This is an optimization exercise on Yosys and OpenROAD, whose aim is small area, not a production implementation.
RTL that was checked went through simulation tests only; none was proved equivalent to the original.
Power and IR drop assume default switching activity.

==> job 5925: inputs <==
==> flow/design.v <==
module rgb_led_array_pwm #(
  parameter int P_LED_NUM = 4,
  parameter int P_DUTY_W  = 8,
  parameter int P_CE_DIV  = 4,
  parameter int P_CE_W    = 2,
  parameter int P_SPD_W   = 10,
  parameter int P_PHASE   = 192
) (
  input  logic                 I_CLK_100MHZ,
  input  logic                 I_RST,
  input  logic [1:0]           I_MODE,
  input  logic [P_SPD_W-1:0]   I_SPEED,
  input  logic [P_DUTY_W-1:0]  I_BRIGHTNESS,
  input  logic                 I_INVERTED,
  input  logic [P_DUTY_W-1:0]  I_FIX_R,
  input  logic [P_DUTY_W-1:0]  I_FIX_G,
  input  logic [P_DUTY_W-1:0]  I_FIX_B,
  output logic [P_LED_NUM-1:0] O_LED_R,
  output logic [P_LED_NUM-1:0] O_LED_G,
  output logic [P_LED_NUM-1:0] O_LED_B,
  output logic                 O_FRAME,
  output logic [3:0]           O_STATUS
);
  function automatic logic gt8(input logic [7:0] a, input logic [7:0] b);
    gt8 = 1'b0;
    for (int i = 0; i < 8; i++) gt8 = (a[i] & ~b[i]) | (~(a[i] ^ b[i]) & gt8);
  endfunction
  function automatic logic gt6(input logic [5:0] a, input logic [5:0] b);
    gt6 = 1'b0;
    for (int i = 0; i < 6; i++) gt6 = (a[i] & ~b[i]) | (~(a[i] ^ b[i]) & gt6);
  endfunction
  function automatic logic [7:0] inc8(input logic [7:0] a);
    logic c;
    c = 1'b1;
    for (int i = 0; i < 8; i++) begin inc8[i] = a[i] ^ c; c = a[i] & c; end
  endfunction
  logic [1:0]  ce_cnt_r;
  logic [7:0]  pwm_cnt_r;
  logic [7:0]  pwm_inc_s;
  logic        frame_r;
  logic        ce_s, ce0_s, pre_s, frame_s, pwm_last_s;
  assign ce_s       = (ce_cnt_r == 2'd3);
  assign ce0_s      = (ce_cnt_r == 2'd0);
  assign pwm_last_s = (pwm_cnt_r == 8'd254);
  assign frame_s    = ce_s && pwm_last_s;
  assign pre_s      = (ce_cnt_r == 2'd2) && pwm_last_s;
  assign pwm_inc_s  = inc8(pwm_cnt_r);
  always_ff @(posedge I_CLK_100MHZ or posedge I_RST) begin
    if (I_RST) ce_cnt_r <= 2'd0;
    else       ce_cnt_r <= {ce_cnt_r[1] ^ ce_cnt_r[0], ~ce_cnt_r[0]};
  end
  always_ff @(posedge I_CLK_100MHZ or posedge I_RST) begin
    if (I_RST)        pwm_cnt_r <= 8'd0;
    else if (frame_s) pwm_cnt_r <= 8'd0;
    else if (ce_s)    pwm_cnt_r <= pwm_inc_s;
  end
  always_ff @(posedge I_CLK_100MHZ or posedge I_RST) begin
    if (I_RST) frame_r <= 1'b0;
    else       frame_r <= frame_s;
  end
  logic [9:0]  step_cnt_r;
  logic [9:0]  step_inc_s;
  logic        step_cy_s, step_ge_s;
  logic        spd_nz_s, step_s;
  logic [9:0]  hue_r;
  logic [1:0]  mode_r;
  logic        mode_enter_s;
  always_comb begin
    logic c, ge;
    c = 1'b1;
    for (int i = 0; i < 10; i++) begin
      step_inc_s[i] = step_cnt_r[i] ^ c;
      c = step_cnt_r[i] & c;
    end
    step_cy_s = c;
    ge = 1'b1;
    for (int i = 0; i < 10; i++)
      ge = (step_inc_s[i] & ~I_SPEED[i]) | (~(step_inc_s[i] ^ I_SPEED[i]) & ge);
    step_ge_s = step_cy_s | ge;
  end
  assign spd_nz_s     = (I_SPEED != 10'd0);
  assign step_s       = ce_s && spd_nz_s && step_ge_s;
  assign mode_enter_s = frame_s && (I_MODE != mode_r) && I_MODE[1];
  always_ff @(posedge I_CLK_100MHZ or posedge I_RST) begin
    if (I_RST)                 step_cnt_r <= 10'd0;
    else if (step_s)           step_cnt_r <= 10'd0;
    else if (ce_s && spd_nz_s) step_cnt_r <= step_inc_s;
  end
  logic [9:0] hue_nxt_s;
  always_comb begin
    logic t;
    t = 1'b1;
    for (int i = 0; i < 10; i++) begin
      hue_nxt_s[i] = hue_r[i] ^ t;
      t = t & (hue_r[i] ^ I_INVERTED);
    end
    if (!I_INVERTED && hue_r == 10'd767) hue_nxt_s = 10'd0;
    if ( I_INVERTED && hue_r == 10'd0)   hue_nxt_s = 10'd767;
  end
  always_ff @(posedge I_CLK_100MHZ or posedge I_RST) begin
    if (I_RST)       hue_r <= 10'd0;
    else if (step_s) hue_r <= hue_nxt_s;
  end
  always_ff @(posedge I_CLK_100MHZ or posedge I_RST) begin
    if (I_RST)        mode_r <= 2'd0;
    else if (frame_s) mode_r <= I_MODE;
  end
  logic blink_r;
  always_ff @(posedge I_CLK_100MHZ or posedge I_RST) begin
    if (I_RST)             blink_r <= 1'b0;
    else if (mode_enter_s) blink_r <= 1'b0;
    else if (step_s)       blink_r <= ~blink_r;
  end
  logic [7:0] level_r;
  logic [7:0] level_nxt_s;
  logic       dir_down_r;
  logic       lvl_step_r, lvl_clr_r;
  always_ff @(posedge I_CLK_100MHZ or posedge I_RST) begin
    if (I_RST) begin
      lvl_step_r <= 1'b0;
      lvl_clr_r  <= 1'b0;
    end else begin
      lvl_step_r <= step_s;
      lvl_clr_r  <= mode_enter_s;
    end
  end
  always_comb begin
    logic t;
    t = 1'b1;
    for (int i = 0; i < 8; i++) begin
      level_nxt_s[i] = level_r[i] ^ t;
      t = t & (level_r[i] ^ dir_down_r);
    end
  end
  always_ff @(posedge I_CLK_100MHZ or posedge I_RST) begin
    if (I_RST) begin
      level_r    <= 8'd0;
      dir_down_r <= 1'b0;
    end else if (lvl_clr_r) begin
      level_r    <= 8'd0;
      dir_down_r <= 1'b0;
    end else if (lvl_step_r) begin
      if (!dir_down_r && level_r == 8'd255) begin
        dir_down_r <= 1'b1;
        level_r    <= 8'd254;
      end else if (dir_down_r && level_r == 8'd0) begin
        dir_down_r <= 1'b0;
        level_r    <= 8'd1;
      end else begin
        level_r    <= level_nxt_s;
      end
    end
  end
  logic [7:0]  col_r_r, col_g_r, col_b_r;
  logic        wheel_r, breath_r;
  logic [7:0]  kb_r;
  logic [7:0]  kb_in_s;
  logic [7:0]  mul_in_s;
  logic [7:0]  mul_s;
  assign kb_in_s  = ((mode_r == 2'd3) && !blink_r) ? 8'd0 : I_BRIGHTNESS;
  assign mul_in_s = pre_s ? I_FIX_R : (frame_s ? col_g_r : col_b_r);
  always_comb begin
    logic [16:0] sv, cv, cn;
    logic [15:0] pp;
    logic        c;
    sv = {9'd0, mul_in_s};
    cv = 17'd0;
    for (int j = 0; j < 8; j++) begin
      pp = level_r[j] ? (16'(mul_in_s) << j) : 16'd0;
      cn = 17'd0;
      for (int k = 0; k < 16; k++) begin
        cn[k+1] = (sv[k] & cv[k]) | (sv[k] & pp[k]) | (cv[k] & pp[k]);
        sv[k]   = sv[k] ^ cv[k] ^ pp[k];
      end
      cv = cn;
    end
    c = 1'b0;
    for (int k = 0; k < 16; k++) begin
      if (k >= 8) mul_s[k-8] = sv[k] ^ cv[k] ^ c;
      c = (sv[k] & cv[k]) | (sv[k] & c) | (cv[k] & c);
    end
  end
  always_ff @(posedge I_CLK_100MHZ) begin
    if (pre_s) begin
      wheel_r  <= (mode_r == 2'd0);
      breath_r <= (mode_r == 2'd2);
      col_r_r  <= (mode_r == 2'd0) ? hue_r[7:0] :
                  (mode_r == 2'd2) ? mul_s : I_FIX_R;
      col_g_r  <= (mode_r == 2'd0) ? {I_FIX_G[7:2], hue_r[9:8]} : I_FIX_G;
      col_b_r  <= I_FIX_B;
    end else begin
      if (frame_s && breath_r) col_g_r <= mul_s;
      if (frame_r && breath_r) col_b_r <= mul_s;
    end
  end
  always_ff @(posedge I_CLK_100MHZ or posedge I_RST) begin
    if (I_RST)      kb_r <= 8'd0;
    else if (pre_s) kb_r <= kb_in_s;
  end
  logic [7:0] q_r;
  logic [7:0] rem_r;
  logic [7:0] dvs_s;        
  logic [7:0] rin_s;
  logic [3:0] tq_s, tr_s;   
  logic [7:0] r1_s, r2_s;
  logic       b1_s, b2_s;
  logic       sat_s;
  always_comb begin
    case (kb_in_s)
      8'd0:  begin tq_s = 4'd15; tr_s = 4'd0; end
      8'd1:  begin tq_s = 4'd7;  tr_s = 4'd1; end
      8'd2:  begin tq_s = 4'd5;  tr_s = 4'd0; end
      8'd3:  begin tq_s = 4'd3;  tr_s = 4'd3; end
      8'd4:  begin tq_s = 4'd3;  tr_s = 4'd0; end
      8'd5:  begin tq_s = 4'd2;  tr_s = 4'd3; end
      8'd6:  begin tq_s = 4'd2;  tr_s = 4'd1; end
      8'd7:  begin tq_s = 4'd1;  tr_s = 4'd7; end
      8'd8:  begin tq_s = 4'd1;  tr_s = 4'd6; end
      8'd9:  begin tq_s = 4'd1;  tr_s = 4'd5; end
      8'd10: begin tq_s = 4'd1;  tr_s = 4'd4; end
      8'd11: begin tq_s = 4'd1;  tr_s = 4'd3; end
      8'd12: begin tq_s = 4'd1;  tr_s = 4'd2; end
      8'd13: begin tq_s = 4'd1;  tr_s = 4'd1; end
      8'd14: begin tq_s = 4'd1;  tr_s = 4'd0; end
      default: begin tq_s = 4'd0; tr_s = 4'd15; end
    endcase
  end
  assign sat_s = &q_r;
  assign dvs_s = pre_s ? kb_in_s : kb_r;
  assign rin_s = pre_s ? {4'd0, tr_s} :
                 ce0_s ? (sat_s ? kb_r : pwm_inc_s) :
                 rem_r;
  function automatic logic [8:0] dstep(input logic [7:0] r, input logic [7:0] d);
    logic [8:0] t, nd, s;
    logic       c;
    t  = {r, 1'b1};
    nd = {1'b1, ~d};
    c  = 1'b0;
    for (int i = 0; i < 9; i++) begin
      s[i] = t[i] ^ nd[i] ^ c;
      c    = (t[i] & nd[i]) | (t[i] & c) | (nd[i] & c);
    end
    dstep = c ? {1'b1, s[7:0]} : {1'b0, t[7:0]};
  endfunction
  assign {b1_s, r1_s} = dstep(rin_s, dvs_s);
  assign {b2_s, r2_s} = dstep(r1_s, dvs_s);
  always_ff @(posedge I_CLK_100MHZ) begin
    rem_r <= r2_s;
  end
  always_ff @(posedge I_CLK_100MHZ or posedge I_RST) begin
    if (I_RST)      q_r <= 8'hFF;
    else if (pre_s) q_r <= {q_r[5:4], tq_s, b1_s, b2_s};
    else            q_r <= {q_r[5:0], b1_s, b2_s};
  end
  logic [7:0] cb_s;
  logic       on_r_s, on_g_s, on_b_s;
  logic [9:0] hue_p_s;
  logic       lo_up_s, lo_dn_s;
  logic [P_LED_NUM-1:0] wr_s, wg_s, wb_s;
  logic [P_LED_NUM-1:0] led_r_r, led_g_r, led_b_r;
  assign cb_s    = (frame_r && breath_r) ? mul_s : col_b_r;
  assign on_r_s  = gt8(col_r_r, q_r);
  assign on_g_s  = gt8(col_g_r, q_r);
  assign on_b_s  = gt8(cb_s, q_r);
  assign hue_p_s = {col_g_r[1:0], col_r_r};
  assign lo_up_s = gt6(hue_p_s[5:0], q_r[5:0]);
  assign lo_dn_s = gt6(~hue_p_s[5:0], q_r[5:0]);
  logic [3:0] up_a_s, dn_a_s;
  for (genvar ga = 0; ga < 4; ga++) begin : g_a
    assign up_a_s[ga] = (2'(ga) > q_r[7:6]) || ((2'(ga) == q_r[7:6]) && lo_up_s);
    assign dn_a_s[ga] = (2'(3 - ga) > q_r[7:6]) || ((2'(3 - ga) == q_r[7:6]) && lo_dn_s);
  end
  for (genvar gi = 0; gi < P_LED_NUM; gi++) begin : g_led
    logic [3:0] t_s;      
    logic [1:0] a_s;
    logic       up_s, dn_s;
    always_comb begin
      case (hue_p_s[9:6])
        4'd0:  t_s = 4'((0  + 3 * gi) % 12);
        4'd1:  t_s = 4'((1  + 3 * gi) % 12);
        4'd2:  t_s = 4'((2  + 3 * gi) % 12);
        4'd3:  t_s = 4'((3  + 3 * gi) % 12);
        4'd4:  t_s = 4'((4  + 3 * gi) % 12);
        4'd5:  t_s = 4'((5  + 3 * gi) % 12);
        4'd6:  t_s = 4'((6  + 3 * gi) % 12);
        4'd7:  t_s = 4'((7  + 3 * gi) % 12);
        4'd8:  t_s = 4'((8  + 3 * gi) % 12);
        4'd9:  t_s = 4'((9  + 3 * gi) % 12);
        4'd10: t_s = 4'((10 + 3 * gi) % 12);
        default: t_s = 4'((11 + 3 * gi) % 12);
      endcase
    end
    assign a_s  = hue_p_s[7:6] - 2'(gi);
    assign up_s = up_a_s[a_s];
    assign dn_s = dn_a_s[a_s];
    assign wr_s[gi] = ((t_s[3:2] == 2'd0) && dn_s) || ((t_s[3:2] == 2'd2) && up_s);
    assign wg_s[gi] = ((t_s[3:2] == 2'd0) && up_s) || ((t_s[3:2] == 2'd1) && dn_s);
    assign wb_s[gi] = ((t_s[3:2] == 2'd1) && up_s) || ((t_s[3:2] == 2'd2) && dn_s);
    always_ff @(posedge I_CLK_100MHZ or posedge I_RST) begin
      if (I_RST) begin
        led_r_r[gi] <= 1'b0;
        led_g_r[gi] <= 1'b0;
        led_b_r[gi] <= 1'b0;
      end else if (ce0_s) begin
        led_r_r[gi] <= wheel_r ? wr_s[gi] : on_r_s;
        led_g_r[gi] <= wheel_r ? wg_s[gi] : on_g_s;
        led_b_r[gi] <= wheel_r ? wb_s[gi] : on_b_s;
      end
    end
  end
  assign O_LED_R  = led_r_r;
  assign O_LED_G  = led_g_r;
  assign O_LED_B  = led_b_r;
  assign O_FRAME  = frame_r;
  assign O_STATUS = {mode_r, I_INVERTED, I_RST};
endmodule
==> flow/flow/run.sh <==
#!/bin/bash
set -e
cp standard.sh standard_sh_copy.log
export BUFFER_PORTS_ARGS="-buffer_cell sky130_fd_sc_hd__buf_1"
export CTS_ARGS="-sink_clustering_enable -repair_clock_nets -dont_use_dummy_load"
bash standard.sh > standard.log 2>&1
==> flow/standard.sh <==
#!/bin/bash
# synth_recipe.tcl (not shown) runs the flow's synth.tcl, then flattens the netlist and writes it again
# the make line also repeats each setting of config.mk as NAME=value (left out here)
make -C /OpenROAD-flow-scripts/flow DESIGN_CONFIG=/design/flow/config.mk WORK_HOME=/design/flow/orfs CLKGATE_MAP_FILE= SYNTH_SCRIPT=/design/flow/synth_recipe.tcl "${@:-finish}"
==> flow/config.mk <==
export PLATFORM = sky130hd
export DESIGN_NAME = rgb_led_array_pwm
export DESIGN_NICKNAME = rgb_led_array_pwm
export VERILOG_FILES = /design/flow/design.v
export SDC_FILE = /design/flow/constraint.sdc
export NUM_CORES = 4
export LEC_CHECK = 0
export CAP_MARGIN = 20
export CORE_MARGIN = 2
export CORE_UTILIZATION = 45
export PLACE_DENSITY = 0.6
export SLEW_MARGIN = 20
==> flow/constraint.sdc <==
create_clock -name core_clock -period 13.0 [get_ports {I_CLK_100MHZ}]
set_input_delay 2.6000 -clock core_clock [delete_from_list [all_inputs] [get_ports {I_CLK_100MHZ}]]
set_output_delay 2.6000 -clock core_clock [all_outputs]
set_load 0.01 [all_outputs]
==> job 6165: changes against job 5925 <==
--- a/flow/design.v
+++ b/flow/design.v
@@ -155,4 +155,5 @@
   logic        wheel_r, breath_r;
   logic [7:0]  kb_r;
+  logic [7:0]  dvs_s;        
   logic [7:0]  kb_in_s;
   logic [7:0]  mul_in_s;
@@ -194,11 +195,9 @@
     end
   end
-  always_ff @(posedge I_CLK_100MHZ or posedge I_RST) begin
-    if (I_RST)      kb_r <= 8'd0;
-    else if (pre_s) kb_r <= kb_in_s;
+  always_ff @(posedge I_CLK_100MHZ) begin
+    kb_r <= dvs_s;
   end
   logic [7:0] q_r;
   logic [7:0] rem_r;
-  logic [7:0] dvs_s;        
   logic [7:0] rin_s;
   logic [3:0] tq_s, tr_s;   
==> flow/flow/run.sh (replaced) <==
#!/bin/bash
# The standard layout (standard.sh) with these changes:
#  - synthesis maps the logic with the area-oriented ABC script in
#    flow/abc_area.script (a copy of ORFS's scripts folder with that one file
#    replaced; everything before and after ABC, registers included, is the
#    standard synthesis)
#  - ports are buffered with the plain sky130_fd_sc_hd__buf_1 cell
#  - clock tree synthesis with clkbuf_8 buffers and no dummy loads
set -euo pipefail
rm -rf scripts_local
cp -r "$FLOW_HOME/scripts" scripts_local
cp flow/abc_area.script scripts_local/abc_area.script
SCRIPTS_DIR="$PWD/scripts_local" ABC_AREA=1 bash standard.sh synth > synth_run.log 2>&1
rm -rf scripts_local
export BUFFER_PORTS_ARGS="-buffer_cell sky130_fd_sc_hd__buf_1"
export CTS_ARGS="-sink_clustering_enable -repair_clock_nets -dont_use_dummy_load -buf_list sky130_fd_sc_hd__clkbuf_8 -root_buf sky130_fd_sc_hd__clkbuf_8"
bash standard.sh > layout_run.log 2>&1
==> flow/flow/abc_area.script (new file) <==
strash
dc2
dch -f
amap
strash
dch -f
amap
topo
ABC_AREA = 1   (was not set)
==> job 6491: changes against job 5925 <==
--- a/flow/design.v
+++ b/flow/design.v
@@ -155,4 +155,5 @@
   logic        wheel_r, breath_r;
   logic [7:0]  kb_r;
+  logic [7:0]  dvs_s;        
   logic [7:0]  kb_in_s;
   logic [7:0]  mul_in_s;
@@ -194,11 +195,9 @@
     end
   end
-  always_ff @(posedge I_CLK_100MHZ or posedge I_RST) begin
-    if (I_RST)      kb_r <= 8'd0;
-    else if (pre_s) kb_r <= kb_in_s;
+  always_ff @(posedge I_CLK_100MHZ) begin
+    kb_r <= dvs_s;
   end
   logic [7:0] q_r;
   logic [7:0] rem_r;
-  logic [7:0] dvs_s;        
   logic [7:0] rin_s;
   logic [3:0] tq_s, tr_s;   
==> flow/flow/run.sh (replaced) <==
#!/bin/bash
set -e
export BUFFER_PORTS_ARGS="-buffer_cell sky130_fd_sc_hd__buf_1"
export CTS_ARGS="-sink_clustering_enable -repair_clock_nets -dont_use_dummy_load -buf_list sky130_fd_sc_hd__clkbuf_8 -root_buf sky130_fd_sc_hd__clkbuf_8"
bash standard.sh > standard.log 2>&1
==> run summary <==
quantity                                                                       job 6491                 job 6165                 job 5925
Status                                                          complete, no violations  complete, no violations  complete, no violations
Proportion of synthesized area in mux cells                                      6.607%                       0%                   6.460%
Sequential Power                                                                 356 µW                   355 µW                   355 µW
Detailed Place HPWL                                                            16.57 mm                 15.31 mm                 16.55 mm
Chip Width                                                                     146.6 µm                 138.0 µm                 145.6 µm
Combinational power                                                             71.0 µW                  98.5 µW                  75.6 µW
Fillers                                                                            1965                     1746                     1943
Synth Net Count                                                                    1183                     1064                     1168
Die height                                                                     146.6 µm                 138.0 µm                 145.6 µm
Multi-input combinational area share                                             61.35%                   55.83%                   59.46%
Non-clk invs                                                                         88                      137                       94
Global-route track usage on met2                                                 32.52%                   35.70%                   35.31%
Tcrit/Tclk final                                                                 83.42%                   80.61%                   79.83%
Number of buffers other than clock buffers in the final layout                       69                       71                       72
Max Clk Rate                                                                  92.21 MHz                95.43 MHz                96.36 MHz
Wire length after detailed routing                                             21.25 mm                 19.82 mm                 21.51 mm
Cell area reported after detailed placement                                0.009540 mm²             0.008651 mm²             0.009427 mm²
Via count                                                                          7149                     6658                     7032
Post-Route Hold Slack                                                         0.3910 ns                0.3753 ns                0.3980 ns
Post-synthesis to final-layout area growth                                       5.663%                   8.653%                   6.931%
Comb pwr share                                                                    11.8%                    15.7%                    11.3%
Post-Syn Area per Cell                                                        9.065 µm²                9.082 µm²                9.081 µm²
WP data required                                                               13.28 ns                 13.29 ns                 13.23 ns
Pin count of the biggest net entering global routing                                 66                       66                       57
No functional check of the RTL was part of job 5925.

[re-timing with driven ports]
No port has a modelled driver above. Below, the same layouts with a new extraction and two added sets of constraints. Step 1: set_driving_cell puts a clkbuf_16 on I_CLK_100MHZ and a buf_2 on each other input, an assumption about the parent block. Step 2 moves the port delays by t, midway between the first and last clock arrival at a register: inputs arrive t later, outputs are due t later. That takes back most of the time a late clock gives input paths. a / b / c = no drivers / after step 1 / after step 2; a / b = the first two.
| run | shift t [ns] | setup slack, ns | hold slack, ns |
|---|---|---|---|
| job 5925 | 0.391 | 2.622 / 2.641 / 2.250 | 0.398 / 0.398 / 0.398 |
| job 6165 | 0.425 | 2.521 / 2.534 / 2.109 | 0.375 / 0.375 / 0.375 |
| job 6491 | 0.422 | 2.155 / 2.168 / 1.746 | 0.391 / 0.391 / 0.391 |
After both steps every run listed still meets setup and hold. The setup slack of job 6165, which loses most, moves by +0.013 ns with the drivers and by -0.412 ns with both steps.
